Context: an optimization exercise on an open-source flow, tuned for small area, a short achievable clock period and few clock cycles per item. The choices shown serve that exercise and are no tape-out recipe. At most, simulation tests tie the RTL to the original design; equivalence was not proved. For runs 1 to 3, only the layout was checked, not whether the RTL still works. No activity file was given, so power comes from the tool's default toggle rates.

`design/flow/design.v`:
```
`timescale 1ns / 1ps
package urr_pkg;
  localparam int STATE_W = 48;
  localparam int DATA_W  = 32;
  localparam int DRAW_W  = 31;
  localparam int DRAW_LSB = STATE_W - DRAW_W;
  localparam int MULT_W = 35;
  localparam logic [MULT_W-1:0]  LCG_MULT = 35'h5DEECE66D;
  localparam logic [STATE_W-1:0] LCG_INC  = 48'hB;
  localparam int DIG_W    = 4;                  
  localparam int DIGS     = 2;                  
  localparam int STEP_W   = DIG_W * DIGS;       
  localparam int STEPS    = STATE_W / STEP_W;   
  localparam int STEP_CNT_W = $clog2(STEPS);
  localparam int ACC_W    = MULT_W;             
  localparam int DIGP_W   = MULT_W + DIG_W;     
  localparam int SUM_W    = ACC_W + STEP_W;     
  localparam int SHIFT_W  = $clog2(DATA_W);
  localparam int NARROW_W = 9;
  localparam int NSTEPS   = 1;    
endpackage
`timescale 1ns / 1ps
module uniform_range_random_unit (
  input  logic                          clk,
  input  logic                          rst,
  input  logic                          seed_write,
  input  logic [urr_pkg::STATE_W-1:0]   seed_data,
  input  logic                          in_valid,
  output logic                          in_stall,
  input  logic [urr_pkg::DATA_W-1:0]    range_low,
  input  logic [urr_pkg::DATA_W-1:0]    range_high,
  output logic                          out_valid,
  input  logic                          out_stall,
  output logic [urr_pkg::DATA_W-1:0]    value,
  output logic                          range_error
);
  localparam int DW  = urr_pkg::DATA_W;
  localparam int NW  = urr_pkg::NARROW_W;
  localparam int NW2 = urr_pkg::NARROW_W + 2;
  localparam int SW  = urr_pkg::SHIFT_W;
  typedef enum logic [3:0] {
    S_IDLE,    
    S_PREP,    
    S_CHECK,   
    S_NORM,    
    S_DIV,     
    S_NDIV,    
    S_TDIV,    
    S_TCMP,    
    S_TACC,    
    S_REJ,     
    S_DONE     
  } state_t;
  state_t                          state, state_d;
  logic [DW-1:0]                   lo;
  logic [DW-1:0]                   m;       
  logic                            err;
  logic [DW-1:0]                   r;       
  logic [DW-1:0]                   nb;      
  logic [SW-1:0]                   k;       
  logic [SW-1:0]                   ks;      
  logic                            tval;    
  logic                            tmode;   
  logic                            dlt;     
  logic                            ge;      
  logic [1:0]                      np;      
  logic                            cin;     
  logic                            open_q;  
  logic [NW2-1:0]                  c1, c2, c3;   
  logic [urr_pkg::STATE_W-1:0]     s;       
  logic                            sbusy;   
  logic                            srdy;    
  logic [urr_pkg::DRAW_W-1:0]      dc;      
  logic                            xrdy;    
  logic [urr_pkg::DRAW_W-1:0]      dq;      
  logic                            qrdy;    
  logic [urr_pkg::ACC_W-1:0]       acc, acc_c;
  logic                            lci;
  logic [urr_pkg::STEP_CNT_W-1:0]  lcnt;
  logic                            lclr;    
  function automatic logic [urr_pkg::DIGP_W-1:0] mul_dig(input logic [urr_pkg::DIG_W-1:0] dg);
    mul_dig = '0;
    for (int i = 1; i < (1 << urr_pkg::DIG_W); i++) begin
      mul_dig = mul_dig | ({urr_pkg::DIGP_W{dg == urr_pkg::DIG_W'(i)}} &
                           (urr_pkg::DIGP_W'(urr_pkg::LCG_MULT) * urr_pkg::DIGP_W'(i)));
    end
  endfunction
  logic [urr_pkg::SUM_W-1:0]  pp [urr_pkg::DIGS];
  logic [urr_pkg::SUM_W-1:0]  cs_s [urr_pkg::DIGS+1];
  logic [urr_pkg::SUM_W-1:0]  cs_c [urr_pkg::DIGS+1];
  logic [urr_pkg::STEP_W:0]   lres;                        
  assign cs_s[0] = urr_pkg::SUM_W'(acc);
  assign cs_c[0] = urr_pkg::SUM_W'(acc_c);
  for (genvar i = 0; i < urr_pkg::DIGS; i++) begin : g_csa
    assign pp[i]     = urr_pkg::SUM_W'(mul_dig(s[i*urr_pkg::DIG_W +: urr_pkg::DIG_W])) << (i*urr_pkg::DIG_W);
    assign cs_s[i+1] = cs_s[i] ^ cs_c[i] ^ pp[i];
    assign cs_c[i+1] = ((cs_s[i] & cs_c[i]) | (cs_s[i] & pp[i]) | (cs_c[i] & pp[i])) << 1;
  end
  assign lres = (urr_pkg::STEP_W+1)'(cs_s[urr_pkg::DIGS][urr_pkg::STEP_W-1:0]) +
                (urr_pkg::STEP_W+1)'(cs_c[urr_pkg::DIGS][urr_pkg::STEP_W-1:0]) +
                (urr_pkg::STEP_W+1)'(lci);
  logic [DW-1:0] dz;                                       
  assign dz = {1'b0, dc};
  logic          pow2;
  logic          narrow;
  logic [SW-1:0] lz;
  logic [DW-1:0] bk;          
  always_comb begin
    lz     = '0;
    for (int i = 0; i < DW; i++) begin
      if (m[i]) lz = SW'(DW - 1 - i);
    end
    bk = (~m) << ks;
  end
  function automatic logic [NW+2+SW-1:0] nstart(input logic [DW-1:0] mv, input logic [DW-1:0] dv);
    logic [2:0] sk;           
    sk = (mv[8] | mv[7]) ? 3'd4 :
         (mv[6] | mv[5]) ? 3'd3 :
         (mv[4] | mv[3]) ? 3'd2 :
         (mv[2] | mv[1]) ? 3'd1 : 3'd0;
    case (sk)
      3'd1:    nstart = {NW'(dv[31:30]), dv[29:28], SW'(14)};
      3'd2:    nstart = {NW'(dv[31:28]), dv[27:26], SW'(13)};
      3'd3:    nstart = {NW'(dv[31:26]), dv[25:24], SW'(12)};
      3'd4:    nstart = {NW'(dv[31:24]), dv[23:22], SW'(11)};
      default: nstart = {NW'(0),         dv[31:30], SW'(15)};
    endcase
  endfunction
  logic [NW-1:0] nrem0;       
  logic [1:0]    np0;
  logic [SW-1:0] nk0;
  logic [NW-1:0] nrem0p;      
  logic [1:0]    np0p;
  logic [SW-1:0] nk0p;
  assign {nrem0, np0, nk0}    = nstart(m, dz);
  assign {nrem0p, np0p, nk0p} = nstart(sum[DW-1:0], dz);
  logic [NW2-1:0] nt;
  logic [NW2:0]   e1, e2, e3;
  logic [NW-1:0]  nrem;
  assign nt = {nb[NW-1:0], np};
  assign e1 = {1'b0, nt} + {1'b0, c1};
  assign e2 = {1'b0, nt} + {1'b0, c2};
  assign e3 = {1'b0, nt} + {1'b0, c3};
  always_comb begin
    if (e3[NW2])      nrem = e3[NW-1:0];
    else if (e2[NW2]) nrem = e2[NW-1:0];
    else if (e1[NW2]) nrem = e1[NW-1:0];
    else              nrem = nt[NW-1:0];
  end
  logic [DW:0] sum;
  logic        cout;
  assign sum  = {1'b0, r} + {1'b0, nb} + (DW+1)'(cin);
  assign cout = sum[DW];
  logic [NW2-1:0] m3p;
  assign m3p = NW2'(3) * (r[NW2-1:0] + nb[NW2-1:0] + NW2'(1)) + NW2'(2);
  logic [DW-1:0] mn;
  logic          pow2_n, narrow_n;
  assign mn       = sum[DW-1:0];
  assign pow2_n   = (((mn >> 1) & ~mn) == '0);
  assign narrow_n = (mn[DW-1:NW] == '0);
  logic last;           
  logic div_ok;         
  logic ndiv_ok;
  logic tcmp_ok;        
  logic tcmp_known;     
  logic consume;        
  logic ov_d;
  assign last       = (k == '0);
  logic redir;
  assign redir      = !tmode && !ge && !tval;
  assign div_ok     = ge | tval;
  assign ndiv_ok    = ge | tval;
  assign tcmp_ok    = !cout;
  assign tcmp_known = dlt | m[DW-1];
  assign consume    = ((state == S_DONE) && !out_valid && !err) || (state == S_REJ);
  always_comb begin
    state_d = state;
    case (state)
      S_PREP:  state_d = !cout ? S_DONE : ((xrdy && narrow_n && !pow2_n) ? S_NDIV : S_CHECK);
      S_CHECK: begin
        if (xrdy) begin
          if (pow2)                  state_d = S_DONE;
          else if (tval || m[DW-1])  state_d = S_TCMP;
          else if (narrow)           state_d = S_NDIV;
          else                       state_d = S_NORM;
        end
      end
      S_NORM:  state_d = redir ? S_NORM : (tmode ? S_TDIV : S_DIV);
      S_DIV:   if (last) state_d = div_ok ? S_DONE : S_NORM;
      S_NDIV:  if (last) state_d = ndiv_ok ? S_DONE : S_NORM;
      S_TDIV:  if (last) state_d = S_TCMP;
      S_TCMP:  state_d = tcmp_ok ? S_TACC : S_REJ;
      S_TACC: begin
        if (tcmp_known)       state_d = S_DONE;
        else if (narrow)      state_d = S_NDIV;
        else                  state_d = S_NORM;
      end
      S_REJ:   state_d = S_CHECK;
      S_DONE:  if (!out_valid) state_d = S_IDLE;
      default: state_d = S_IDLE;
    endcase
    if (open_q && in_valid) state_d = S_PREP;
    if (rst) state_d = S_IDLE;
    ov_d = out_valid;
    if (out_valid && !out_stall) ov_d = 1'b0;
    if ((state == S_DONE) && !out_valid) ov_d = 1'b1;
    if (rst) ov_d = 1'b0;
  end
  always_ff @(posedge clk) begin
    state     <= state_d;
    out_valid <= ov_d;
    in_stall  <= !((state_d == S_IDLE) || ((state_d == S_DONE) && !ov_d && (state != S_PREP)));
    open_q    <= (state_d == S_IDLE) || ((state_d == S_DONE) && !ov_d && (state != S_PREP));
    ge        <= (dz > m);
    cin       <= open_q && in_valid;
    if (lclr) begin
      acc   <= urr_pkg::ACC_W'(urr_pkg::LCG_INC);
      acc_c <= '0;
      lci   <= 1'b0;
      lcnt  <= '0;
      lclr  <= 1'b0;
    end else if (sbusy) begin
      s     <= {lres[urr_pkg::STEP_W-1:0], s[urr_pkg::STATE_W-1:urr_pkg::STEP_W]};
      acc   <= urr_pkg::ACC_W'(cs_s[urr_pkg::DIGS] >> urr_pkg::STEP_W);
      acc_c <= urr_pkg::ACC_W'(cs_c[urr_pkg::DIGS] >> urr_pkg::STEP_W);
      lci   <= lres[urr_pkg::STEP_W];
      lcnt  <= lcnt + 1'b1;
      if (lcnt == urr_pkg::STEP_CNT_W'(urr_pkg::STEPS-1)) begin
        sbusy <= 1'b0;
        srdy  <= 1'b1;
        acc   <= urr_pkg::ACC_W'(urr_pkg::LCG_INC);
        acc_c <= '0;
        lci   <= 1'b0;
        lcnt  <= '0;
      end
    end
    if (consume) begin
      if (qrdy) begin
        dc <= dq;
        if (srdy) begin
          dq    <= s[urr_pkg::STATE_W-1:urr_pkg::DRAW_LSB];
          srdy  <= 1'b0;
          sbusy <= 1'b1;
        end else begin
          qrdy <= 1'b0;
        end
      end else if (srdy) begin
        dc    <= s[urr_pkg::STATE_W-1:urr_pkg::DRAW_LSB];
        srdy  <= 1'b0;
        sbusy <= 1'b1;
      end else begin
        xrdy <= 1'b0;
      end
    end else if (srdy && !xrdy) begin
      dc    <= s[urr_pkg::STATE_W-1:urr_pkg::DRAW_LSB];
      xrdy  <= 1'b1;
      srdy  <= 1'b0;
      sbusy <= 1'b1;
    end else if (srdy && !qrdy) begin
      dq    <= s[urr_pkg::STATE_W-1:urr_pkg::DRAW_LSB];
      qrdy  <= 1'b1;
      srdy  <= 1'b0;
      sbusy <= 1'b1;
    end
    case (state)
      S_PREP: begin
        c1     <= ~sum[NW2-1:0];
        c2     <= ~{sum[NW2-2:0], 1'b1};
        c3     <= ~(m3p[NW2-1:0]);
        r      <= dz;
        nb     <= DW'(nrem0p);
        np     <= np0p;
        k      <= nk0p;
        m      <= sum[DW-1:0];
        pow2   <= pow2_n;
        narrow <= narrow_n;
        err  <= !cout;
        tval <= 1'b0;
        dlt  <= 1'b0;
      end
      S_CHECK: begin
        if (pow2) begin
          r  <= dz & m;
          nb <= lo;
        end else if (tval) begin
          nb <= ~dz;
        end else if (narrow) begin
          r  <= dz;
          nb <= DW'(nrem0);
          np <= np0;
          k  <= nk0;
        end else if (m[DW-1]) begin
          r     <= ~m;
          nb    <= ~dz;
          tval  <= 1'b1;
        end else begin
          r     <= dz;
          k     <= lz - 1'b1;
          ks    <= lz - 1'b1;
          tmode <= 1'b0;
        end
      end
      S_NORM: begin
        nb <= bk;
        if (redir) begin
          r     <= ~m;
          k     <= lz;
          ks    <= lz;
          tmode <= 1'b1;
          dlt   <= 1'b1;
        end
      end
      S_DIV, S_TDIV: begin
        if (cout) r <= sum[DW-1:0];
        nb  <= {1'b1, nb[DW-1:1]};
        k   <= k - 1'b1;
        if (last) begin
          if (state == S_TDIV) begin
            nb   <= ~dz;
            tval <= 1'b1;
          end else if (div_ok) begin
            nb <= lo;
          end else begin
            r     <= ~m;
            k     <= lz;
            ks    <= lz;
            tmode <= 1'b1;
            dlt   <= 1'b1;
          end
        end
      end
      S_NDIV: begin
        nb[NW-1:0] <= nrem;
        np  <= r[2*4'(k - 1'b1) +: 2];
        k   <= k - 1'b1;
        if (last) begin
          if (ndiv_ok) begin
            r  <= DW'(nrem);
            nb <= lo;
          end else begin
            r     <= ~m;
            k     <= lz;
            ks    <= lz;
            tmode <= 1'b1;
            dlt   <= 1'b1;
          end
        end
      end
      S_TACC: begin
        begin
          r  <= dz;
          nb <= lo;
          if (!tcmp_known) begin
            nb    <= DW'(nrem0);
            np    <= np0;
            k     <= narrow ? nk0 : (lz - 1'b1);
            ks    <= lz - 1'b1;
            tmode <= 1'b0;
          end
        end
      end
      S_REJ: begin
        dlt <= 1'b0;
      end
      default: ;
    endcase
    if ((state == S_DONE) && !out_valid) begin
      value       <= err ? '0 : sum[DW-1:0];
      range_error <= err;
    end
    if (open_q) begin
      lo <= range_low;
      r  <= range_high;
      nb <= ~range_low;
      if (seed_write) begin
        s     <= seed_data;
        sbusy <= 1'b1;
        srdy  <= 1'b0;
        xrdy  <= 1'b0;
        qrdy  <= 1'b0;
        lclr  <= 1'b1;
      end
    end
    if (rst) begin
      s     <= urr_pkg::LCG_INC;    
      sbusy <= 1'b0;
      srdy  <= 1'b1;
      xrdy  <= 1'b0;
      qrdy  <= 1'b0;
      lclr  <= 1'b1;
    end
  end
endmodule
```
`design/flow/run.sh`:
```
#!/bin/bash
# synth_recipe.tcl (not shown) runs the flow's synth.tcl, then flattens the netlist and writes it again
# the make line also repeats each setting of config.mk as NAME=value (left out here)
make -C /OpenROAD-flow-scripts/flow DESIGN_CONFIG=/design/flow/config.mk WORK_HOME=/design/flow/orfs CLKGATE_MAP_FILE= SYNTH_SCRIPT=/design/flow/synth_recipe.tcl finish
```
`design/flow/config.mk`:
```
export PLATFORM = sky130hd
export DESIGN_NAME = uniform_range_random_unit
export DESIGN_NICKNAME = uniform_range_random_unit
export VERILOG_FILES = /design/flow/design.v
export SDC_FILE = /design/flow/constraint.sdc
export NUM_CORES = 4
export LEC_CHECK = 0
export CAP_MARGIN = 20
export CORE_MARGIN = 2
export CORE_UTILIZATION = 40
export SLEW_MARGIN = 20
```
`design/flow/constraint.sdc`:
```
create_clock -name core_clock -period 11.0 [get_ports {clk}]
set_input_delay 2.2000 -clock core_clock [delete_from_list [all_inputs] [get_ports {clk}]]
set_output_delay 2.2000 -clock core_clock [all_outputs]
set_load 0.01 [all_outputs]
```
==> results of run 1 <==
-- cells in the mapped netlist (14+ instances only) --
master    count  share of area [%]
mux4_2       37                2.8
mux2i_1      95                3.2
a21oi_1     305                5.1
a311oi_1     50                1.5
o221ai_1     36                1.1
a211oi_1     76                1.9
clkbuf_1    205                2.6
nor3_1       38               0.64
nand2_1     329                4.1
nand2b_1     47               0.99
a22o_1       18               0.53
or2_2        15               0.32
nor2b_1      37               0.78
ha_1        161                6.8
inv_1       186                2.3
xnor2_1      49                1.4
and2_1       14               0.29
a21o_1       38               0.96
nand3_1      45               0.76
a22oi_1      25               0.63
o21bai_1     14               0.35
o21a_1       31               0.78
xor2_1       27               0.79
o22ai_1      34               0.71
edfxtp_1    263                 27
nand4_1      25               0.53
mux2_2       52                2.0
fa_1         71                4.8
dfxtp_1     133                8.9
buf_1        22               0.28
a31oi_1      23               0.48
nor2_1      412                5.2
o21ai_0     154                2.6
o211ai_1     55                1.4
-- state kept, by name, indices dropped and copies added (netlist names), 4 cells and up --
| register | count |
|---|---|
| m | 32 |
| dc | 31 |
| lo | 32 |
| s | 48 |
| r | 32 |
| k | 5 |
| dq | 31 |
| c3 | 11 |
| c1 | 11 |
| value | 32 |
| ks | 5 |
| acc | 35 |
| state | 4 |
| acc_c | 32 |
| nb | 32 |
-- stage by stage --
step | area [um^2] | std cells | util, % | hold slack [ps] | total power [mW]
after global routing | 33700 | 4353 | 45.4 | 489 | 6.59
after detailed placement | 32000 | 4264 | 43.2 | 460 | 4.57
after floorplan | 29800 | 3331 | - | 446 | 3.76
after global placement | 32000 | 4264 | 43.2 | 456 | 4.57
final | 33700 | 4353 | 45.4 | 466 | 6.26
after CTS | 33600 | 4352 | 45.4 | 470 | 6.23
-- routing by layer --
| layer | part of all wire [%] | vias to the layer above | track usage [%] | wire (um) |
|---|---|---|---|---|
| li1 | - | 12206 | - | - |
| met1 | 44 | 12896 | 39.7 | 47200 |
| met2 | 43 | 1448 | 40.8 | 46200 |
| met3 | 10 | 194 | 5.15 | 10700 |
| met4 | 2.9 | 2 | 7.54 | 3120 |
| met5 | 0.012 | - | 0 | 13 |
-- kinds of logic (layout without fill, tap and decap cells) --
family	count (synthesis)	count (layout)	share of synthesized area, %
xor+xnor	76	76	2.24
flops	396	396	35.5
compound gates	991	991	22.0
fa+ha+maj	232	232	11.5
buf+inv	428	481	5.50
mux	185	185	8.00
simple gates	1023	1023	15.3
-- worst min-delay path: cells and delay by family (launching register included) --
family | cells | cell delay (ps)
flip-flops | 1 | 310
AND/OR/NAND/NOR | 1 | 60
AO/OA/AOI/OAI | 1 | 50
-- report_power, final --
part / leakage [nW] / internal [mW] / total, mW / switching, mW
Sequential: 3.66 / 1.83 / 2.09 / 0.255
Combinational: 8.31 / 0.989 / 2.53 / 1.55
Clock: 0.768 / 0.939 / 1.64 / 0.699
-- path summary, 6_finish.rpt --
| kind | start | end | slack (ps) |
|---|---|---|---|
| setup / recovery | nb[0]$_DFFE_PP_ | state[0]$_DFF_P_ | 6370 |
| hold / removal | acc[30]$_SDFFE_PP0P_ | acc[30]$_SDFFE_PP0P_ | 470 |
| setup reg to reg | nb[0]$_DFFE_PP_ | state[0]$_DFF_P_ | 6370 |
| hold reg to reg | acc[30]$_SDFFE_PP0P_ | acc[30]$_SDFFE_PP0P_ | 470 |
-- area by class of cell --
class | count | area, um^2 | share of cell area [%]
Inverter | 188 | 706 | 2.10
Sequential cell | 396 | 10600 | 31.4
Clock inverter | 32 | 343 | 1.02
Timing Repair Buffer | 205 | 1930 | 5.74
Multi-Input combinational cell | 2507 | 17600 | 52.4
Tap cell | 969 | 1210 | 3.60
Clock buffer | 56 | 1250 | 3.72
==> impl_metrics.toml, run 1 <==
[layout]
diodes = 0
fill_cells = 7188
area_delta_synth_final_pct = 13.1
drive_above_1_share_pct = 8.33
final_cell_mix = "nor2_1 (408), nand2_1 (328), a21oi_1 (304)"
final_common_cell = "nor2_1"
final_nets = 3694

[die]
die_x_um = 277
rows = 100
io_pins = 152
die_area_um2 = 76600
core_area_um2 = 74100
die_y_um = 277
start_util_pct = 40.2

[setup_path]
worst-r2r-cell-count = 13
slowest_stage = "nor4_4"
cp-start-kind = "register"
crit_required_ps = 11450
criticalPathCategory = "register to register"
path_buf_inv = 1
worst_setup_path_end_kind = "register"
critPathMostFrequentCell = "fa_1"
cp_num_cells = 13
path_cells = "fa_1, fa_1, nand3_1, a211oi_1, a211oi_2, o21ai_1, xnor2_1, inv_1, a2111o_1, nor4_2, nand4_1, nor4_4, o211ai_1"
max_stage_delay_ps = 580
cp_top_family = "compound AO/OA/AOI/OAI gates"
path_max_fanout = 7
arrival_ps = 5080

[sta]
relSlewSlack_pct = 24.2
final.min_clock_period_ps = 4630
worst_slew_pin_slew_ps = 1140
finalSetupViolations = 0
fmax_ghz = 0.216
layout_setup_ws_ps = 6370
setup-tns-final_ps = 0
finalCritPeriodShare_pct = 42.1
slew_violations = 0
grt_setup_unrepaired = "no"
clock-skew-final_ps = 35.6
finalHoldViolations = 0

[placed_design]
place_ws_ps = 6480
port_buffers = 151
gp_congestion = 1.00
dp_hpwl_mm = 79.0

[worst_hold_path]
hold_depth = 2
hold_class = "register to register"

[clocking]
cts_max_level = 2
clk_latency_ps = 620
cts_buffers = 47
post_cts_resize_count = 0
cts_hold_buf = 0
clock_sinks = 396
clockRootBuffer = "clkbuf_16"
clk_pin_slew_ps = 60
cts.path.max_buffers = 3
cts_setup_buffers = 0
cts_tree = "built"

[detailed_routing]
first_iter_violations = 3310
drcViolationCount = 0
dr.pass1.iters = 7
vias = 26746
post_drt_via_cell_ratio = 6.14
wl_mm = 107
wl_per_cell_um = 24.6
antenna_left = 0

[synth]
async_flop_share_pct = 0
synth_ff_type = "edfxtp_1"
synth_warnings = 4
syn_inst = 3331
synth.avg_cell_area_um2 = 8.94
synth_area_um2 = 29800
synth_cell_types = 92
ys_seq_area_share_pct = 35.5
synth.net_count = 3680
synth_edf_count = 263
synth-seq-cells = 396

[flow_run]
cap_violations = 0

[power_and_ir_drop]
p_leak_nw = 12.7
ir_drop_v = 0.000116
power_density_nw_per_um2 = 186

[run_status]
status = "complete, no violations"

[global_routing]
grt_pass1_vias = 24818
track_usage_pct = 27.2
grt_max_degree = 99
grt_pass1_wl_mm = 160
antenna_found_initial = 2
grt_overflow_total = 0
==> inputs of run 2 (changes only) <==
--- a/design/flow/design.v
+++ b/design/flow/design.v
@@ -37,6 +37,7 @@
   localparam int DW  = urr_pkg::DATA_W;
   localparam int NW  = urr_pkg::NARROW_W;
   localparam int NW2 = urr_pkg::NARROW_W + 2;
+  localparam int NW3 = urr_pkg::NARROW_W + 3;
   localparam int SW  = urr_pkg::SHIFT_W;
   typedef enum logic [3:0] {
     S_IDLE,    
@@ -63,10 +64,10 @@
   logic                            tmode;   
   logic                            dlt;     
   logic                            ge;      
-  logic [1:0]                      np;      
+  logic [2:0]                      np;      
   logic                            cin;     
   logic                            open_q;  
-  logic [NW2-1:0]                  c1, c2, c3;   
+  logic [NW3-1:0]                  c1, c3, c5, c7;   
   logic [urr_pkg::STATE_W-1:0]     s;       
   logic                            sbusy;   
   logic                            srdy;    
@@ -112,47 +113,69 @@
     end
     bk = (~m) << ks;
   end
-  function automatic logic [NW+2+SW-1:0] nstart(input logic [DW-1:0] mv, input logic [DW-1:0] dv);
-    logic [2:0] sk;           
-    sk = (mv[8] | mv[7]) ? 3'd4 :
-         (mv[6] | mv[5]) ? 3'd3 :
-         (mv[4] | mv[3]) ? 3'd2 :
-         (mv[2] | mv[1]) ? 3'd1 : 3'd0;
-    case (sk)
-      3'd1:    nstart = {NW'(dv[31:30]), dv[29:28], SW'(14)};
-      3'd2:    nstart = {NW'(dv[31:28]), dv[27:26], SW'(13)};
-      3'd3:    nstart = {NW'(dv[31:26]), dv[25:24], SW'(12)};
-      3'd4:    nstart = {NW'(dv[31:24]), dv[23:22], SW'(11)};
-      default: nstart = {NW'(0),         dv[31:30], SW'(15)};
-    endcase
+  function automatic logic [NW+3+SW-1:0] nstart(input logic [DW-1:0] mv, input logic [DW-1:0] dv);
+    if (mv[8] | mv[7])
+      nstart = {NW'(dv[31:24]), dv[23:21], SW'(7)};
+    else if (mv[6] | mv[5] | mv[4])
+      nstart = {NW'(dv[31:27]), dv[26:24], SW'(8)};
+    else
+      nstart = {NW'(dv[31:30]), dv[29:27], SW'(9)};
   endfunction
   logic [NW-1:0] nrem0;       
-  logic [1:0]    np0;
+  logic [2:0]    np0;
   logic [SW-1:0] nk0;
   logic [NW-1:0] nrem0p;      
-  logic [1:0]    np0p;
+  logic [2:0]    np0p;
   logic [SW-1:0] nk0p;
   assign {nrem0, np0, nk0}    = nstart(m, dz);
   assign {nrem0p, np0p, nk0p} = nstart(sum[DW-1:0], dz);
-  logic [NW2-1:0] nt;
-  logic [NW2:0]   e1, e2, e3;
+  logic [2:0] np_next;
+  always_comb begin
+    case (k)
+      5'd1:    np_next = r[2:0];
+      5'd2:    np_next = r[5:3];
+      5'd3:    np_next = r[8:6];
+      5'd4:    np_next = r[11:9];
+      5'd5:    np_next = r[14:12];
+      5'd6:    np_next = r[17:15];
+      5'd7:    np_next = r[20:18];
+      5'd8:    np_next = r[23:21];
+      5'd9:    np_next = r[26:24];
+      default: np_next = '0;
+    endcase
+  end
+  logic [NW3-1:0] nt;
+  logic [NW3-1:0] kq [8];     
+  logic [NW3:0]   eq [8];
   logic [NW-1:0]  nrem;
-  assign nt = {nb[NW-1:0], np};
-  assign e1 = {1'b0, nt} + {1'b0, c1};
-  assign e2 = {1'b0, nt} + {1'b0, c2};
-  assign e3 = {1'b0, nt} + {1'b0, c3};
+  assign nt    = {nb[NW-1:0], np};
+  assign kq[1] = c1;
+  assign kq[2] = {c1[NW3-2:0], 1'b0};
+  assign kq[3] = c3;
+  assign kq[4] = {c1[NW3-3:0], 2'b0};
+  assign kq[5] = c5;
+  assign kq[6] = {c3[NW3-2:0], 1'b0};
+  assign kq[7] = c7;
+  assign kq[0] = '0;
+  assign eq[0] = '0;
+  for (genvar q = 1; q < 8; q++) begin : g_nq
+    assign eq[q] = {1'b0, nt} + {1'b0, kq[q]};
+  end
   always_comb begin
-    if (e3[NW2])      nrem = e3[NW-1:0];
-    else if (e2[NW2]) nrem = e2[NW-1:0];
-    else if (e1[NW2]) nrem = e1[NW-1:0];
-    else              nrem = nt[NW-1:0];
+    nrem = nt[NW-1:0];
+    for (int q = 1; q < 8; q++) begin
+      if (eq[q][NW3]) nrem = eq[q][NW-1:0];
+    end
   end
   logic [DW:0] sum;
   logic        cout;
   assign sum  = {1'b0, r} + {1'b0, nb} + (DW+1)'(cin);
   assign cout = sum[DW];
-  logic [NW2-1:0] m3p;
-  assign m3p = NW2'(3) * (r[NW2-1:0] + nb[NW2-1:0] + NW2'(1)) + NW2'(2);
+  logic [NW3-1:0] mlow, m3p, m5p, m7p;
+  assign mlow = r[NW3-1:0] + nb[NW3-1:0] + NW3'(1);
+  assign m3p  = NW3'(3) * mlow + NW3'(2);
+  assign m5p  = NW3'(5) * mlow + NW3'(4);
+  assign m7p  = NW3'(7) * mlow + NW3'(6);
   logic [DW-1:0] mn;
   logic          pow2_n, narrow_n;
   assign mn       = sum[DW-1:0];
@@ -264,9 +287,10 @@
     end
     case (state)
       S_PREP: begin
-        c1     <= ~sum[NW2-1:0];
-        c2     <= ~{sum[NW2-2:0], 1'b1};
-        c3     <= ~(m3p[NW2-1:0]);
+        c1     <= ~sum[NW3-1:0];
+        c3     <= ~m3p;
+        c5     <= ~m5p;
+        c7     <= ~m7p;
         r      <= dz;
         nb     <= DW'(nrem0p);
         np     <= np0p;
@@ -331,7 +355,7 @@
       end
       S_NDIV: begin
         nb[NW-1:0] <= nrem;
-        np  <= r[2*4'(k - 1'b1) +: 2];
+        np  <= np_next;
         k   <= k - 1'b1;
         if (last) begin
           if (ndiv_ok) begin
==> run 2 against run 1 <==
Net effect:
- clock power rose by 12%
- sequential cell count rose by 24
- sequential power rose by 15%
- critical path depth rose by 7
- non-clock buffer count rose by 1
- synthesized area rose by 11%
- setup slack got worse by 1100 ps
- die area rose by 11%
- count of clock-buffer cells in the layout rose by 21
- final cell count rose by 12%
==> impl_metrics.toml, run 2 <==
[synth]
synth_mux_area_share_pct = 6.92
synth_area_um2 = 33100
synth_common_cells = "nor2_1 (406), nand2_1 (394), a21oi_1 (306), edfxtp_1 (287), ha_1 (254)"
ys_top_cells_by_area = "edfxtp_1 (26%), ha_1 (9.6%), dfxtp_1 (8.0%)"
synth-xor-area-share_pct = 3.20
synth_compound_area_share_pct = 20.4
synthAdderAreaFrac_pct = 14.7
async_flop_share_pct = 0
synth_edf_count = 287
syn_inst = 3738
synth_top_family_by_area = "compound AO/OA/AOI/OAI gates"
synth_top_area_share_pct = 26.0
synth.avg_cell_area_um2 = 8.87
ys_seq_area_share_pct = 34.0
yosysMostFrequentCell = "nor2_1"
yosys.area.top_type = "edfxtp_1"
synth.net_count = 4193
synth_warnings = 6
synth-seq-cells = 420
synth_cell_types = 87
synth_ff_type = "edfxtp_1"
synth-simple-area-share_pct = 15.4

[detailed_routing]
post_drt_via_cell_ratio = 6.03
antenna_left = 0
dr.pass1.iters = 8
wl_mm = 119
wl_per_cell_um = 24.3
drcViolationCount = 0
vias = 29413
first_iter_violations = 3761

[setup_path]
cp-start-kind = "register"
arrival_ps = 6150
crit_required_ps = 11380
worst_setup_path_end_kind = "register"
criticalPathCategory = "register to register"
path_max_fanout = 10

[sta]
fmax_ghz = 0.173
clock-skew-final_ps = 35.5
relSlewSlack_pct = 20.7
finalCritPeriodShare_pct = 52.4
finalHoldViolations = 0
slew_violations = 0
hold_slack_ps = 467
grt_setup_unrepaired = "no"
worst_slew_pin_slew_ps = 1180
finalSetupViolations = 0
setup-tns-final_ps = 0
final.min_clock_period_ps = 5770

[clocking]
clk_pin_slew_ps = 60
cts_hold_buf = 0
clockRootBuffer = "clkbuf_16"
cts_setup_buffers = 0
cts_buffers = 52
clock_sinks = 420
clk_latency_ps = 630
cts.path.max_buffers = 3
cts_tree = "built"
post_cts_resize_count = 0
cts_max_level = 2

[worst_hold_path]
hold_class = "register to register"

[global_routing]
grt_pass1_vias = 27851
grt_pass1_wl_mm = 176
antenna_found_initial = 6
grt_max_degree = 99
grt_overflow_total = 0
track_usage_pct = 27.2

[power_and_ir_drop]
p_total_mw = 8.65
p_leak_nw = 14.9
ir_drop_v = 0.000132
power_density_nw_per_um2 = 231

[layout]
final_common_cell = "nor2_1"
largestRegisters = "s x48, acc x35"
layout.cells.non_filler = 4880
top_register = "s"
drive_above_1_share_pct = 6.72
final_nets = 4222
largest_reg_flops = 48
area_delta_synth_final_pct = 12.9
final_cell_mix = "nor2_1 (403), nand2_1 (393), a21oi_1 (305)"
diodes = 0
stdcell_area_um2 = 37400

[die]
rows = 105
die_area_um2 = 85200
die_x_um = 292
io_pins = 152
die_y_um = 292
start_util_pct = 40.4
core_area_um2 = 82100

[placed_design]
dpl_cell_area_um2 = 35600
place_inst = 4781
gp_congestion = 0.997
dp_hpwl_mm = 89.0
port_buffers = 151

[run_status]
status = "complete, no violations"

[flow_run]
cap_violations = 0
## run 2: cell types whose count changed after synthesis, sizes merged, moves of 19 or more
cell and change:
inv +53, mux2i +33, o21ai +81, o211ai -31, edfxtp +24, ha +93
nand2 +65, a31oi +19, a211oi -19, xnor2 +37
## run 2: path summary, 6_finish.rpt
| path | from | end | slack, ps | depth (start not counted) |
|---|---|---|---|---|
| min reg2reg | acc_c[30]$_SDFFE_PP0P_ | acc_c[30]$_SDFFE_PP0P_ | 470 | 2 |
| max | nb[2]$_DFFE_PP_ | c7[11]$_DFFE_PP_ | 5230 | 20 |
| max reg2reg | nb[2]$_DFFE_PP_ | c7[11]$_DFFE_PP_ | 5230 | 20 |
| min | acc_c[30]$_SDFFE_PP0P_ | acc_c[30]$_SDFFE_PP0P_ | 470 | 2 |
## run 2: layer usage
metal  part of all wire (%)  track usage, %  wire length, um  vias to the layer above
li1                       -               -                -                    13600
met1                     44            38.9            51800                    14001
met2                     41            39.3            49000                     1578
met3                     12            8.02            13900                      222
met4                    3.4            8.69             4030                       12
met5                   0.11           0.340              130                        -
## run 2: cell type report
cell class	count	area [um^2]
clock buffers	77	1520
clock inverters	20	274
fillers	7987	44700
inverters	241	906
multi-input cells	2846	20100
flip-flops and latches	420	11300
well taps	1070	1340
repair buffers	206	1950
## run 2: cell families (layout without fill, tap and decap cells)
kind of cell / count (synthesis) / count (layout)
adder cells (fa/ha/maj): 338 / 338
flip-flops: 420 / 420
buffers and inverters: 472 / 544
multiplexers: 196 / 196
AO/OA/AOI/OAI: 1047 / 1047
AND/OR/NAND/NOR: 1144 / 1144
XOR/XNOR: 121 / 121
## run 2: power by group
part | internal (mW) | switching [mW]
sequential | 2.10 | 0.303
clock | 1.08 | 0.750
combinational | 1.81 | 2.61
total | 4.98 | 3.67
## run 2: stage by stage
stage | setup slack (ps) | util [%]
after detailed placement | 5320 | 43.3
after global routing | 4820 | 45.6
after global placement | 5340 | 43.3
after floorplan | 6290 | -
after CTS | 5330 | 45.5
final | 5230 | 45.6
## run 2: worst max-delay path, cell delays in order, from the launching register on
cell	delay, ps
edfxtp_1	650
ha_1	600
a21oi_1	120
o21ai_1	450
o21bai_1	290
xor2_1	790
inv_1	230
fa_1	590
inv_1	40
ha_1	280
ha_1	290
inv_1	100
nor2_1	60
nor2_1	90
nor2_1	50
o21ai_0	220
nand2b_1	90
a21oi_1	220
o21bai_1	100
a21oi_1	170
xnor2_1	90
==> inputs of run 3 (changes only) <==
--- a/design/flow/design.v
+++ b/design/flow/design.v
@@ -16,7 +16,7 @@
   localparam int DIGP_W   = MULT_W + DIG_W;     
   localparam int SUM_W    = ACC_W + STEP_W;     
   localparam int SHIFT_W  = $clog2(DATA_W);
-  localparam int NARROW_W = 9;
+  localparam int NARROW_W = 8;
   localparam int NSTEPS   = 1;    
 endpackage
 `timescale 1ns / 1ps
@@ -107,28 +107,26 @@
   logic [SW-1:0] lz;
   logic [DW-1:0] bk;          
   always_comb begin
+    pow2   = (((m >> 1) & ~m) == '0);
+    narrow = (m[DW-1:NW] == '0);
     lz     = '0;
     for (int i = 0; i < DW; i++) begin
       if (m[i]) lz = SW'(DW - 1 - i);
     end
     bk = (~m) << ks;
   end
-  function automatic logic [NW+3+SW-1:0] nstart(input logic [DW-1:0] mv, input logic [DW-1:0] dv);
-    if (mv[8] | mv[7])
-      nstart = {NW'(dv[31:24]), dv[23:21], SW'(7)};
-    else if (mv[6] | mv[5] | mv[4])
-      nstart = {NW'(dv[31:27]), dv[26:24], SW'(8)};
-    else
-      nstart = {NW'(dv[31:30]), dv[29:27], SW'(9)};
-  endfunction
-  logic [NW-1:0] nrem0;       
-  logic [2:0]    np0;
-  logic [SW-1:0] nk0;
-  logic [NW-1:0] nrem0p;      
-  logic [2:0]    np0p;
-  logic [SW-1:0] nk0p;
-  assign {nrem0, np0, nk0}    = nstart(m, dz);
-  assign {nrem0p, np0p, nk0p} = nstart(sum[DW-1:0], dz);
+  logic [NW-1:0] nrem0;
+  logic [2:0]    np0;         
+  logic [SW-1:0] nk0;         
+  always_comb begin
+    if (m[8] | m[7]) begin
+      nrem0 = NW'(dz[31:24]); np0 = dz[23:21]; nk0 = SW'(7);
+    end else if (m[6] | m[5] | m[4]) begin
+      nrem0 = NW'(dz[31:27]); np0 = dz[26:24]; nk0 = SW'(8);
+    end else begin
+      nrem0 = NW'(dz[31:30]); np0 = dz[29:27]; nk0 = SW'(9);
+    end
+  end
   logic [2:0] np_next;
   always_comb begin
     case (k)
@@ -149,6 +147,7 @@
   logic [NW3:0]   eq [8];
   logic [NW-1:0]  nrem;
   assign nt    = {nb[NW-1:0], np};
+  assign kq[0] = '0;
   assign kq[1] = c1;
   assign kq[2] = {c1[NW3-2:0], 1'b0};
   assign kq[3] = c3;
@@ -156,7 +155,6 @@
   assign kq[5] = c5;
   assign kq[6] = {c3[NW3-2:0], 1'b0};
   assign kq[7] = c7;
-  assign kq[0] = '0;
   assign eq[0] = '0;
   for (genvar q = 1; q < 8; q++) begin : g_nq
     assign eq[q] = {1'b0, nt} + {1'b0, kq[q]};
@@ -171,16 +169,6 @@
   logic        cout;
   assign sum  = {1'b0, r} + {1'b0, nb} + (DW+1)'(cin);
   assign cout = sum[DW];
-  logic [NW3-1:0] mlow, m3p, m5p, m7p;
-  assign mlow = r[NW3-1:0] + nb[NW3-1:0] + NW3'(1);
-  assign m3p  = NW3'(3) * mlow + NW3'(2);
-  assign m5p  = NW3'(5) * mlow + NW3'(4);
-  assign m7p  = NW3'(7) * mlow + NW3'(6);
-  logic [DW-1:0] mn;
-  logic          pow2_n, narrow_n;
-  assign mn       = sum[DW-1:0];
-  assign pow2_n   = (((mn >> 1) & ~mn) == '0);
-  assign narrow_n = (mn[DW-1:NW] == '0);
   logic last;           
   logic div_ok;         
   logic ndiv_ok;
@@ -199,7 +187,7 @@
   always_comb begin
     state_d = state;
     case (state)
-      S_PREP:  state_d = !cout ? S_DONE : ((xrdy && narrow_n && !pow2_n) ? S_NDIV : S_CHECK);
+      S_PREP:  state_d = cout ? S_CHECK : S_DONE;
       S_CHECK: begin
         if (xrdy) begin
           if (pow2)                  state_d = S_DONE;
@@ -287,22 +275,16 @@
     end
     case (state)
       S_PREP: begin
-        c1     <= ~sum[NW3-1:0];
-        c3     <= ~m3p;
-        c5     <= ~m5p;
-        c7     <= ~m7p;
-        r      <= dz;
-        nb     <= DW'(nrem0p);
-        np     <= np0p;
-        k      <= nk0p;
-        m      <= sum[DW-1:0];
-        pow2   <= pow2_n;
-        narrow <= narrow_n;
+        m    <= sum[DW-1:0];
         err  <= !cout;
         tval <= 1'b0;
         dlt  <= 1'b0;
       end
       S_CHECK: begin
+        c1 <= ~m[NW3-1:0];
+        c3 <= ~(NW3'(3) * m[NW3-1:0] + NW3'(2));
+        c5 <= ~(NW3'(5) * m[NW3-1:0] + NW3'(4));
+        c7 <= ~(NW3'(7) * m[NW3-1:0] + NW3'(6));
         if (pow2) begin
           r  <= dz & m;
           nb <= lo;
==> run 3 against run 2 <==
Net effect:
- register-to-register slack better by 590 ps
- largest power group unchanged
- highest routed layer is now met4
- critical path type unchanged
- via count fell by 4.9%
- global-route usage decreased by 0.59 points
==> impl_metrics.toml, run 3 <==
[run_status]
status = "complete, no violations"

[sta]
setup-tns-final_ps = 0
finalCritPeriodShare_pct = 47.1
relSlewSlack_pct = 25.6
finalHoldViolations = 0
worst_slew_pin_slew_ps = 1120
finalSetupViolations = 0
slew_violations = 0
grt_setup_unrepaired = "no"
clock-skew-final_ps = 45.1
hold_slack_ps = 469
fmax_ghz = 0.193
layout_setup_ws_ps = 5820
final.min_clock_period_ps = 5180

[synth]
yosysMostFrequentCell = "nor2_1"
synth_ff_type = "edfxtp_1"
synth_common_cells = "nor2_1 (410), nand2_1 (324), a21oi_1 (289), edfxtp_1 (279), ha_1 (243)"
synth_warnings = 6
synth_cell_types = 85
synth.net_count = 3953
ys_seq_area_share_pct = 34.7
synth_edf_count = 279
synth_top_area_share_pct = 26.3
async_flop_share_pct = 0
ys_top_cells_by_area = "edfxtp_1 (26%), ha_1 (9.5%), dfxtp_1 (8.4%)"
synth-seq-cells = 412
synth.avg_cell_area_um2 = 9.07
syn_inst = 3512
synth_area_um2 = 31800
yosys.area.top_type = "edfxtp_1"

[clocking]
cts_hold_buf = 0
cts_max_level = 2
clk_pin_slew_ps = 70
clockRootBuffer = "clkbuf_16"
post_cts_resize_count = 0
clock_sinks = 412
cts_tree = "built"
clk_latency_ps = 630
cts.path.max_buffers = 3
cts_setup_buffers = 0
cts_buffers = 50

[die]
die_x_um = 286
core_area_um2 = 78900
io_pins = 152
start_util_pct = 40.4
die_area_um2 = 81900
die_y_um = 286
rows = 103

[layout]
register_area_um2 = 11000
drive_above_1_share_pct = 8.05
largestRegisters = "s x48, acc x35"
final_cell_mix = "nor2_1 (408), nand2_1 (323), a21oi_1 (288)"
final_common_cell = "nor2_1"
final_nets = 3990
fill_cells = 7689
multi_input_area_um2 = 19200
largest_reg_flops = 48
top_register = "s"
diodes = 0
area_delta_synth_final_pct = 13.2

[flow_run]
cap_violations = 0

[setup_path]
criticalPathCategory = "register to register"
path_cells = "fa_1, inv_1, fa_1, nor2b_1, o31a_1, o21ai_2, a311oi_4, a2111oi_4, o31ai_4, buf_4, inv_4, a21oi_1, a22oi_1, a221o_1"
arrival_ps = 5520
worst-r2r-cell-count = 14
crit_required_ps = 11340
cp_top_family = "compound AO/OA/AOI/OAI gates"
path_buf_inv = 3
cp-start-kind = "register"
reg2reg_to = "r[0]$_DFFE_PP_"
path_max_fanout = 33
regToRegSetupSlack_ps = 5820
worst_setup_path_end_kind = "register"
slowest_stage = "edfxtp_1"
r2r_start = "nb[0]$_DFFE_PP_"
critPathMostFrequentCell = "fa_1"
max_stage_delay_ps = 720

[placed_design]
port_buffers = 151
gp_congestion = 1.00
dp_hpwl_mm = 80.6
place_ws_ps = 5940

[detailed_routing]
wl_per_cell_um = 24.0
vias = 27976
drcViolationCount = 0
first_iter_violations = 3430
antenna_left = 0
wl_mm = 111
dr.pass1.iters = 6
post_drt_via_cell_ratio = 6.03

[global_routing]
grt_overflow_total = 0
antenna_found_initial = 2
grt_pass1_vias = 26265
track_usage_pct = 26.6
grt_max_degree = 99
grt_pass1_wl_mm = 167

[worst_hold_path]
hold_depth = 2
hold_path_end = "acc_c[26]$_SDFFE_PP0P_"
min_from = "acc_c[26]$_SDFFE_PP0P_"
hold_class = "register to register"

[power_and_ir_drop]
p_leak_nw = 13.8
power_density_nw_per_um2 = 258
ir_drop_v = 0.000127
[run 3: where the power goes]
group	total, mW	internal, mW	switching, mW
clock	1.75	1.02	0.723
sequential	2.72	2.20	0.517
combinational	4.83	1.95	2.88
total	9.30	5.18	4.12
[run 3: worst register-to-register path: stages, from the launching register on]
cell,delay [ps]
edfxtp_1,720
fa_1,340
inv_1,70
fa_1,400
nor2b_1,160
o31a_1,240
o21ai_2,160
a311oi_4,590
a2111oi_4,180
o31ai_4,560
buf_4,610
inv_4,250
a21oi_1,200
a22oi_1,80
a221o_1,350
[run 3: final cells by class]
class                      instances  share of cell area, %
multi-input combinational       2675                   53.3
sequential                       412                   30.7
clock inverter                    27                  0.854
tap                             1050                   3.65
timing repair buffer             212                   5.51
clock buffer                      66                   3.92
inverter                         198                   2.07
[run 3: logic make-up (layout without fill, tap and decap cells)]
group,Yosys count,in the layout,synth area share (%)
compound gates,978,978,20.0
xor+xnor,104,104,2.86
fa+ha+maj,324,324,14.6
buf+inv,425,503,5.12
flops,412,412,34.7
mux,201,201,7.76
simple gates,1068,1068,14.9
[run 3: metal layers]
metal,global-route usage [%],vias up,part of all wire (%)
met5,0,-,0
met1,39.0,13458,44
li1,-,12857,-
met3,5.83,208,11
met4,8.02,0,3.0
met2,39.1,1453,42
[run 3: worst max-delay path by stage]
| stage | end | cells past startpoint | slack, ps | startpoint |
|---|---|---|---|---|
| floorplan | dc[0]$_DFFE_PP_ | 7 | 6710 | state[0]$_DFF_P_ |
| global placement | r[0]$_DFFE_PP_ | 14 | 6000 | nb[0]$_DFFE_PP_ |
| detailed placement | r[0]$_DFFE_PP_ | 14 | 5940 | nb[0]$_DFFE_PP_ |
| CTS | r[0]$_DFFE_PP_ | 14 | 5900 | nb[0]$_DFFE_PP_ |
| global route | r[0]$_DFFE_PP_ | 14 | 5680 | nb[0]$_DFFE_PP_ |
| finish | r[0]$_DFFE_PP_ | 14 | 5820 | nb[0]$_DFFE_PP_ |
[run 3: per-stage QoR]
| stage | power (mW) | std cells | area, um^2 | util, % |
|---|---|---|---|---|
| 5_1_grt | 9.92 | 4640 | 36000 | 45.7 |
| 4_1_cts | 9.22 | 4639 | 36000 | 45.7 |
| 6_report | 9.30 | 4640 | 36000 | 45.7 |
| 3_3_place_gp | 7.41 | 4546 | 34300 | 43.5 |
| 3_5_place_dp | 7.44 | 4546 | 34300 | 43.5 |
| 2_1_floorplan | 5.96 | 3512 | 31800 | - |
==> inputs of run 4 (changes only) <==
--- a/design/flow/design.v
+++ b/design/flow/design.v
@@ -16,7 +16,7 @@
   localparam int DIGP_W   = MULT_W + DIG_W;     
   localparam int SUM_W    = ACC_W + STEP_W;     
   localparam int SHIFT_W  = $clog2(DATA_W);
-  localparam int NARROW_W = 8;
+  localparam int NARROW_W = 9;
   localparam int NSTEPS   = 1;    
 endpackage
 `timescale 1ns / 1ps
==> run 4 against run 3 <==
Net effect:
- synthesized cell count grew 1.7%
- die area grew 1.9%
- wire length grew 3.3%
- setup slack gained 720 ps
- via count grew 2.3%
- critical path depth shrank 1
- power shrank 36%
- still clean
- synthesized area grew 1.9%
- sequential share of layout area is essentially flat
- count of clock-buffer cells in the layout grew 4
==> impl_metrics.toml, run 4 <==
[setup_path]
path_buf_inv = 2
worst_setup_path_end_kind = "register"
criticalPathCategory = "register to register"
path_max_fanout = 43
cp_top_family = "compound AO/OA/AOI/OAI gates"
cp_num_cells = 13
max_stage_delay_ps = 670
path_cells = "fa_1, inv_1, fa_1, nor2b_1, o31a_1, o2111ai_2, and4b_1, o21ai_2, a41oi_4, buf_4, mux2_2, a221oi_1, a221oi_1"
cp-start-kind = "register"
arrival_ps = 4760
slowest_stage = "edfxtp_1"
crit_required_ps = 11300
worst-r2r-cell-count = 13

[clocking]
cts_buffers = 51
cts_max_level = 2
cts_setup_buffers = 0
clockRootBuffer = "clkbuf_16"
clock_sinks = 416
clk_pin_slew_ps = 60
cts.path.max_buffers = 3
cts_tree = "built"
cts_hold_buf = 0
clk_latency_ps = 630
post_cts_resize_count = 0

[synth]
synth-seq-cells = 416
synth_ff_type = "edfxtp_1"
synth_common_cells = "nor2_1 (374), nand2_1 (327), a21oi_1 (319), edfxtp_1 (283), ha_1 (256)"
ys_top_cells_by_area = "edfxtp_1 (26%), ha_1 (9.9%), dfxtp_1 (8.2%)"
synth_edf_count = 283
yosys.area.top_type = "edfxtp_1"
synth_warnings = 6
ys_seq_area_share_pct = 34.4
yosysMostFrequentCell = "nor2_1"
synth.avg_cell_area_um2 = 9.08
synth_top_area_share_pct = 26.2
async_flop_share_pct = 0
synth_area_um2 = 32500
syn_inst = 3573
synth_cell_types = 103
synth.net_count = 4028

[die]
io_pins = 152
die_area_um2 = 83400
core_area_um2 = 80400
rows = 104
die_x_um = 289
die_y_um = 289
start_util_pct = 40.4

[placed_design]
gp_congestion = 1.00
place_ws_ps = 6610
dp_hpwl_mm = 84.9
port_buffers = 151

[sta]
grt_setup_unrepaired = "no"
fmax_ghz = 0.224
finalSetupViolations = 0
final.min_clock_period_ps = 4460
worst_slew_pin_slew_ps = 1140
layout_setup_ws_ps = 6540
finalHoldViolations = 0
slew_violations = 0
setup-tns-final_ps = 0
finalCritPeriodShare_pct = 40.5
clock-skew-final_ps = 49.6
relSlewSlack_pct = 23.5

[layout]
final_cell_mix = "nor2_1 (371), nand2_1 (326), a21oi_1 (318)"
final_common_cell = "nor2_1"
largestRegisters = "s x48, acc x35"
final_nets = 4059
top_register = "s"
largest_reg_flops = 48
fill_cells = 7826
drive_above_1_share_pct = 6.94
area_delta_synth_final_pct = 12.4

[global_routing]
track_usage_pct = 26.9
grt_overflow_total = 0
grt_pass1_wl_mm = 170
grt_pass1_vias = 26475
grt_max_degree = 99
antenna_found_initial = 2

[worst_hold_path]
hold_class = "register to register"
hold_depth = 2

[power_and_ir_drop]
power_density_nw_per_um2 = 162
ir_drop_v = 0.0000996
p_leak_nw = 14.2

[detailed_routing]
antenna_left = 0
drcViolationCount = 0
dr.pass1.iters = 6
first_iter_violations = 3652
post_drt_via_cell_ratio = 6.08
wl_mm = 115
wl_per_cell_um = 24.5
vias = 28607

[flow_run]
cap_violations = 0

[run_status]
status = "complete, no violations"
run 4: cell type report:
| class | instances | area, um^2 | area share (%) |
|---|---|---|---|
| inverters | 206 | 779 | 2.14 |
| clock buffers | 70 | 1450 | 3.97 |
| flip-flops and latches | 416 | 11200 | 30.6 |
| clock inverters | 25 | 250 | 0.686 |
| diodes | 1 | 2.50 | 0.00686 |
| well taps | 1060 | 1330 | 3.63 |
| repair buffers | 198 | 1870 | 5.12 |
| multi-input cells | 2731 | 19600 | 53.8 |
run 4: per-layer routing:
metal,GRT usage [%],up-vias,wire [um]
met5,0,-,0
met4,5.99,0,2710
met3,6.88,189,13500
met2,39.3,1529,48300
met1,39.6,13769,50600
li1,-,13120,-
run 4: per-stage QoR:
step	hold WS (ps)	util (%)	power, mW	instance area, um^2	instances
after floorplan	446	-	3.48	32500	3573
after global placement	457	43.2	4.13	34800	4610
after detailed placement	459	43.2	4.14	34800	4611
after CTS	468	45.4	5.89	36500	4706
after global routing	491	45.4	6.21	36500	4707
final	470	45.4	5.92	36500	4707
run 4: where the power goes:
| part | internal [mW] | total (mW) | switching, mW |
|---|---|---|---|
| logic | 0.833 | 2.04 | 1.21 |
| registers | 1.88 | 2.13 | 0.250 |
| clock network | 1.02 | 1.74 | 0.725 |
run 4: tightest hold or removal path, stage by stage, from the launching register on:
cell and delay [ps]:
dfxtp_1 310, nand2b_1 60, a21oi_1 50
run 4: final timing paths:
kind	startpoint	end	slack (ps)
min reg2reg	acc_c[26]$_SDFFE_PP0P_	acc_c[26]$_SDFFE_PP0P_	470
max	nb[0]$_DFFE_PP_	r[0]$_DFFE_PP_	6540
min	acc_c[26]$_SDFFE_PP0P_	acc_c[26]$_SDFFE_PP0P_	470
max reg2reg	nb[0]$_DFFE_PP_	r[0]$_DFFE_PP_	6540
run 4: cell families (layout without fill, tap and decap cells):
logic type	after synthesis	in the layout	share of synthesized area [%]
AO/OA/AOI/OAI	1019	1019	20.6
XOR/XNOR	107	107	2.89
adder cells (fa/ha/maj)	338	338	14.9
buffers and inverters	426	499	5.33
flip-flops	416	416	34.4
multiplexers	203	203	6.92
other	0	1	0
AND/OR/NAND/NOR	1064	1064	14.9
Testbench counts of run 4, summed over its fixed seeds: cycles 31,111, items 3,200.
==> inputs of run 5 (changes only) <==
--- a/design/flow/config.mk
+++ b/design/flow/config.mk
@@ -7,5 +7,6 @@
 export LEC_CHECK = 0
 export CAP_MARGIN = 20
 export CORE_MARGIN = 2
-export CORE_UTILIZATION = 40
+export CORE_UTILIZATION = 60
+export PLACE_DENSITY = 0.8
 export SLEW_MARGIN = 20
==> run 5 against run 4 <==
Net effect:
- count of clock-buffer cells in the layout is 15 lower
- clock power hardly changed
- sequential power hardly changed
- core utilization is 22 points higher
- critical path depth stayed put
- synthesized area stayed put
- critical endpoint unchanged
- highest routed layer is now met5
==> impl_metrics.toml, run 5 <==
[run_status]
status = "complete, no violations"

[power_and_ir_drop]
power_density_nw_per_um2 = 164
p_leak_nw = 14.1
p_total_mw = 5.91
ir_drop_v = 0.000163

[synth]
synth_top_family_by_area = "compound AO/OA/AOI/OAI gates"
async_flop_share_pct = 0
synthAdderAreaFrac_pct = 14.9
synth_edf_count = 283
synth_compound_area_share_pct = 20.6
synth-simple-area-share_pct = 14.9
yosysMostFrequentCell = "nor2_1"
synth-xor-area-share_pct = 2.89
yosys.area.top_type = "edfxtp_1"
synth_top_area_share_pct = 26.2
synth.net_count = 4028
synth_area_um2 = 32500
synth-seq-cells = 416
ys_top_cells_by_area = "edfxtp_1 (26%), ha_1 (9.9%), dfxtp_1 (8.2%)"
synth_warnings = 6
synth_ff_type = "edfxtp_1"
syn_inst = 3573
synth_common_cells = "nor2_1 (374), nand2_1 (327), a21oi_1 (319), edfxtp_1 (283), ha_1 (256)"
ys_seq_area_share_pct = 34.4
synth_cell_types = 103
synth_mux_area_share_pct = 6.92
synth.avg_cell_area_um2 = 9.08

[setup_path]
arrival_ps = 4740
path_cells = "fa_1, inv_1, fa_1, nor2b_1, o31a_1, o2111ai_2, and4b_1, o21ai_2, a41oi_4, buf_4, mux2_2, a221oi_1, a221oi_1"
path_max_fanout = 43
crit_required_ps = 11280
worst-r2r-cell-count = 13
criticalPathCategory = "register to register"
cp-start-kind = "register"
max_stage_delay_ps = 670
slowest_stage = "edfxtp_1"
worst_setup_path_end_kind = "register"

[sta]
worst_slew_pin_slew_ps = 1100
grt_setup_unrepaired = "no"
final.min_clock_period_ps = 4460
finalCritPeriodShare_pct = 40.5
finalHoldViolations = 0
setup-tns-final_ps = 0
clock-skew-final_ps = 35.3
fmax_ghz = 0.224
relSlewSlack_pct = 25.8
slew_violations = 0
layout_setup_ws_ps = 6540
finalSetupViolations = 0

[clocking]
clock_sinks = 416
cts_tree = "built"
cts_hold_buf = 0
post_cts_resize_count = 0
cts.path.max_buffers = 3
clockRootBuffer = "clkbuf_16"
clk_latency_ps = 610
cts_setup_buffers = 0
cts_buffers = 48
clk_pin_slew_ps = 60
cts_max_level = 2

[die]
die_y_um = 237
die_area_um2 = 56000
die_x_um = 237
core_area_um2 = 53600
io_pins = 152
rows = 85
start_util_pct = 60.5

[placed_design]
dp_hpwl_mm = 78.0
port_buffers = 151
place_inst = 4242
place_ws_ps = 6630
gp_congestion = 1.03

[layout]
drive_above_1_share_pct = 6.68
fill_cells = 4358
top_register = "s"
final_nets = 4053
largestRegisters = "s x48, acc x35"
area_delta_synth_final_pct = 10.9
layout.cells.non_filler = 4335
final_common_cell = "nor2_1"
largest_reg_flops = 48
final_cell_mix = "nor2_1 (370), nand2_1 (326), a21oi_1 (318)"

[global_routing]
grt_pass1_wl_mm = 159
antenna_found_initial = 5
grt_pass1_vias = 26539
grt_max_degree = 99
track_usage_pct = 37.2
grt_overflow_total = 0

[detailed_routing]
post_drt_via_cell_ratio = 6.65
dr.pass1.iters = 12
first_iter_violations = 4246
antenna_left = 0
vias = 28822
wl_per_cell_um = 24.6
drcViolationCount = 0
wl_mm = 107

[worst_hold_path]
hold_depth = 2
hold_class = "register to register"

[flow_run]
cap_violations = 0
## run 5: through the flow
step | area, um^2 | hold slack [ps] | utilization, %
after global placement | 34300 | 457 | 63.9
after detailed placement | 34300 | 459 | 63.9
after floorplan | 32500 | 446 | -
after CTS | 36000 | 472 | 67.1
final | 36000 | 467 | 67.2
after global routing | 36000 | 487 | 67.2
## run 5: routing by layer
layer  vias up  wire [um]  global-route usage, %
li1      13083          -                      -
met1     13443      42300                   52.0
met2      1955      44900                   54.7
met3       339      14700                   10.6
met4         2       4970                   14.0
met5         -         13                      0
## run 5: where the power goes
group | leakage, nW | internal, mW | switching (mW) | total, mW
logic | 9.51 | 0.832 | 1.20 | 2.03
clock network | 0.809 | 1.04 | 0.712 | 1.75
registers | 3.81 | 1.88 | 0.240 | 2.12
total | 14.1 | 3.76 | 2.15 | 5.91
## run 5: worst paths after layout
| kind | slack [ps] | end | from |
|---|---|---|---|
| worst min-delay path | 470 | acc[30]$_SDFFE_PP0P_ | acc[30]$_SDFFE_PP0P_ |
| worst min register to register | 470 | acc[30]$_SDFFE_PP0P_ | acc[30]$_SDFFE_PP0P_ |
| worst max-delay path | 6540 | r[0]$_DFFE_PP_ | nb[0]$_DFFE_PP_ |
| worst max register to register | 6540 | r[0]$_DFFE_PP_ | nb[0]$_DFFE_PP_ |
## run 5: logic make-up after synthesis
| kind of cell | count (synthesis) |
|---|---|
| xor+xnor | 107 |
| flops | 416 |
| compound gates | 1019 |
| buf+inv | 426 |
| fa+ha+maj | 338 |
| simple gates | 1064 |
| mux | 203 |
## run 5: cell type report
type,count,area (um^2),area share [%]
Sequential cell,416,11200,31.0
Tap cell,696,871,2.42
Clock buffer,55,1260,3.50
Clock inverter,34,444,1.23
Inverter,206,778,2.16
Multi-Input combinational cell,2731,19600,54.5
Antenna cell,2,5.00,0.0139
Timing Repair Buffer,195,1860,5.16
## run 5: critical path, delay by kind of cell (launching register included)
family | cells | cell delay (ps)
DFF | 1 | 670
muxes | 1 | 400
buffers and inverters | 2 | 680
adders and majority gates | 2 | 740
AOI/OAI and AO/OA | 6 | 1250
and+or+nand+nor | 2 | 380
==> inputs of run 6 (changes only) <==
==> design/flow/config.mk (replaced) <==
export PLATFORM = sky130hd
export DESIGN_NAME = uniform_range_random_unit
export DESIGN_NICKNAME = uniform_range_random_unit
export VERILOG_FILES = /design/flow/design.v
export SDC_FILE = /design/flow/constraint.sdc
export NUM_CORES = 4
export LEC_CHECK = 0
export CAP_MARGIN = 0
export CORE_MARGIN = 2
export CORE_UTILIZATION = 40
export SLEW_MARGIN = 0
==> run 6 against run 5 <==
Net effect:
- power down 0.85%
- core utilization fell by 22 points
- hold slack worse by 27 ps
- sequential power barely moved
- synthesized area unchanged
- non-clock buffer count rose by 2
- synthesized cell count stayed put
- critical endpoint unchanged
- highest routed layer is now met4
==> impl_metrics.toml, run 6 <==
[run_status]
status = "complete, no violations"

[sta]
clock-skew-final_ps = 53.8
finalSetupViolations = 0
finalCritPeriodShare_pct = 40.7
slew_violations = 0
setup-tns-final_ps = 0
final.min_clock_period_ps = 4480
fmax_ghz = 0.223
relSlewSlack_pct = 18.6
finalHoldViolations = 0
hold_slack_ps = 441
grt_setup_unrepaired = "no"
layout_setup_ws_ps = 6520
worst_slew_pin_slew_ps = 1220

[layout]
top_register = "s"
largestRegisters = "s x48, acc x35"
diodes = 0
largest_reg_flops = 48
layout.cells.non_filler = 4700
drive_above_1_share_pct = 6.65
stdcell_area_um2 = 36400
final_common_cell = "nor2_1"
final_core_util_pct = 45.2
final_nets = 4057
area_delta_synth_final_pct = 12.1
final_cell_mix = "nor2_1 (371), nand2_1 (326), a21oi_1 (318)"

[placed_design]
port_buffers = 151
place_inst = 4610
dp_hpwl_mm = 84.8
dpl_cell_area_um2 = 34800
gp_congestion = 1.00
place_ws_ps = 6610

[setup_path]
arrival_ps = 4790
path_max_fanout = 43
crit_start = "nb[0]$_DFFE_PP_"
crit_required_ps = 11320
cp-start-kind = "register"
r2r_start = "nb[0]$_DFFE_PP_"
worst_setup_path_end_kind = "register"
criticalPathCategory = "register to register"

[synth]
synth_common_cells = "nor2_1 (374), nand2_1 (327), a21oi_1 (319), edfxtp_1 (283), ha_1 (256)"
synth.avg_cell_area_um2 = 9.08
ys_top_cells_by_area = "edfxtp_1 (26%), ha_1 (9.9%), dfxtp_1 (8.2%)"
synth_area_um2 = 32500
async_flop_share_pct = 0
synth_edf_count = 283
synth-seq-cells = 416
synth_top_area_share_pct = 26.2
synth_ff_type = "edfxtp_1"
ys_seq_area_share_pct = 34.4
synth.net_count = 4028
syn_inst = 3573
synth_warnings = 6
yosys.area.top_type = "edfxtp_1"
synth_cell_types = 103
yosysMostFrequentCell = "nor2_1"

[detailed_routing]
vias = 28480
wl_per_cell_um = 24.4
antenna_left = 0
post_drt_via_cell_ratio = 6.06
first_iter_violations = 3903
wl_mm = 115
drcViolationCount = 0
dr.pass1.iters = 6

[power_and_ir_drop]
power.net_switching_mw = 2.16
p_total_mw = 5.86
ir_drop_v = 0.0000998
p_leak_nw = 14.1
power_frac_comb_pct = 34.9
clock_power_share_pct = 28.7
seq_power_share_pct = 36.4
p_int_mw = 3.70
p_sw_share_pct = 36.9
power_density_nw_per_um2 = 161

[global_routing]
grt_max_degree = 99
grt_pass1_vias = 26581
track_usage_pct = 26.9
antenna_found_initial = 5
grt_overflow_total = 0
grt_pass1_wl_mm = 170

[clocking]
clk_latency_ps = 620
clk_pin_slew_ps = 70
cts_tree = "built"
post_cts_resize_count = 0
cts_max_level = 2
clock_sinks = 416
cts_setup_buffers = 0
cts_buffers = 50
cts.path.max_buffers = 3
cts_hold_buf = 0
clockRootBuffer = "clkbuf_16"

[worst_hold_path]
min_from = "s[16]$_SDFF_PP0_"
hold_class = "register to register"

[die]
rows = 104
core_area_um2 = 80400
die_y_um = 289
die_x_um = 289
die_area_um2 = 83400
start_util_pct = 40.4
io_pins = 152

[flow_run]
cap_violations = 0
-- run 6: cell counts after synthesis --
No cell type changed its count.
-- run 6: worst max-delay path: stages (launching register included) --
cell	delay (ps)
edfxtp_1	670
fa_1	550
inv_1	90
fa_1	210
nor2b_1	70
o31a_1	300
o2111ai_2	290
and4b_1	320
o21ai_2	110
a41oi_4	170
buf_4	600
mux2_2	420
a221oi_1	290
a221oi_1	80
-- run 6: power groups by stage --
stage | Combinational, mW | Clock (mW) | Sequential, mW
after floorplan | 1.48 | 0 | 2.00
after global placement | 1.98 | 0 | 2.15
after detailed placement | 1.99 | 0 | 2.15
after CTS | 2.01 | 1.70 | 2.12
after global routing | 2.26 | 1.76 | 2.14
final | 2.04 | 1.68 | 2.13
-- run 6: per-layer routing --
layer  vias up  wire length, um  global-route usage (%)
met4         0             2580                    5.97
met1     13761            50800                    39.6
met3       175            13000                    6.69
met5         -                0                       0
met2      1438            48300                    39.5
li1      13106                -                       -
-- run 6: worst paths after layout --
kind / endpoint / slack [ps] / depth (start not counted)
worst max-delay path: r[0]$_DFFE_PP_ / 6520 / 13
worst min-delay path: s[8]$_SDFF_PP0_ / 440 / 2
worst max register to register: r[0]$_DFFE_PP_ / 6520 / 13
worst min register to register: s[8]$_SDFF_PP0_ / 440 / 2
-- run 6: logic make-up (layout without fill, tap and decap cells) --
kind of cell	after synthesis	in the layout	synth area share (%)
fa+ha+maj	338	338	14.9
mux	203	203	6.92
flops	416	416	34.4
buf+inv	426	493	5.33
xor+xnor	107	107	2.89
simple gates	1064	1064	14.9
compound gates	1019	1019	20.6
-- run 6: layout make-up --
type                       count  area [um^2]
multi-input combinational   2731        19600
fill                        7847        44000
tap                         1060         1330
timing repair buffer         197         1850
inverter                     206          778
clock inverter                28          315
sequential                   416        11200
clock buffer                  62         1300

==> what the ideal ports hide <==
The results above use ideal ports. As a check the final layouts listed here were re-extracted and re-timed, cells and wires unchanged. Step 1, drivers: a clkbuf_16 drives clk and a buf_2 each remaining input, both assumed. Step 2 also shifts input and output timing later by t, the mid clock arrival at the registers, as if the neighbouring blocks saw the same clock. a / b / c = ideal ports / drivers / drivers and shift; a / b = the first two.
run | t (ns) | setup WS [ns] | slew at the worst register clock pin (ns) | worst slew at a driven data input, ns
run 1 | 0.662 | 6.369 / 6.369 / 6.369 | 0.07 / 0.07 | 0.06
run 2 | 0.680 | 5.232 / 5.232 / 5.232 | 0.07 / 0.07 | 0.10
run 3 | 0.675 | 5.822 / 5.822 / 5.822 | 0.07 / 0.07 | 0.08
run 4 | 0.664 | 6.544 / 6.544 / 6.544 | 0.08 / 0.08 | 0.10
run 5 | 0.655 | 6.545 / 6.545 / 6.545 | 0.07 / 0.07 | 0.09
run 6 | 0.656 | 6.525 / 6.525 / 6.525 | 0.07 / 0.07 | 0.08
After both steps setup and hold are still met in every run listed.
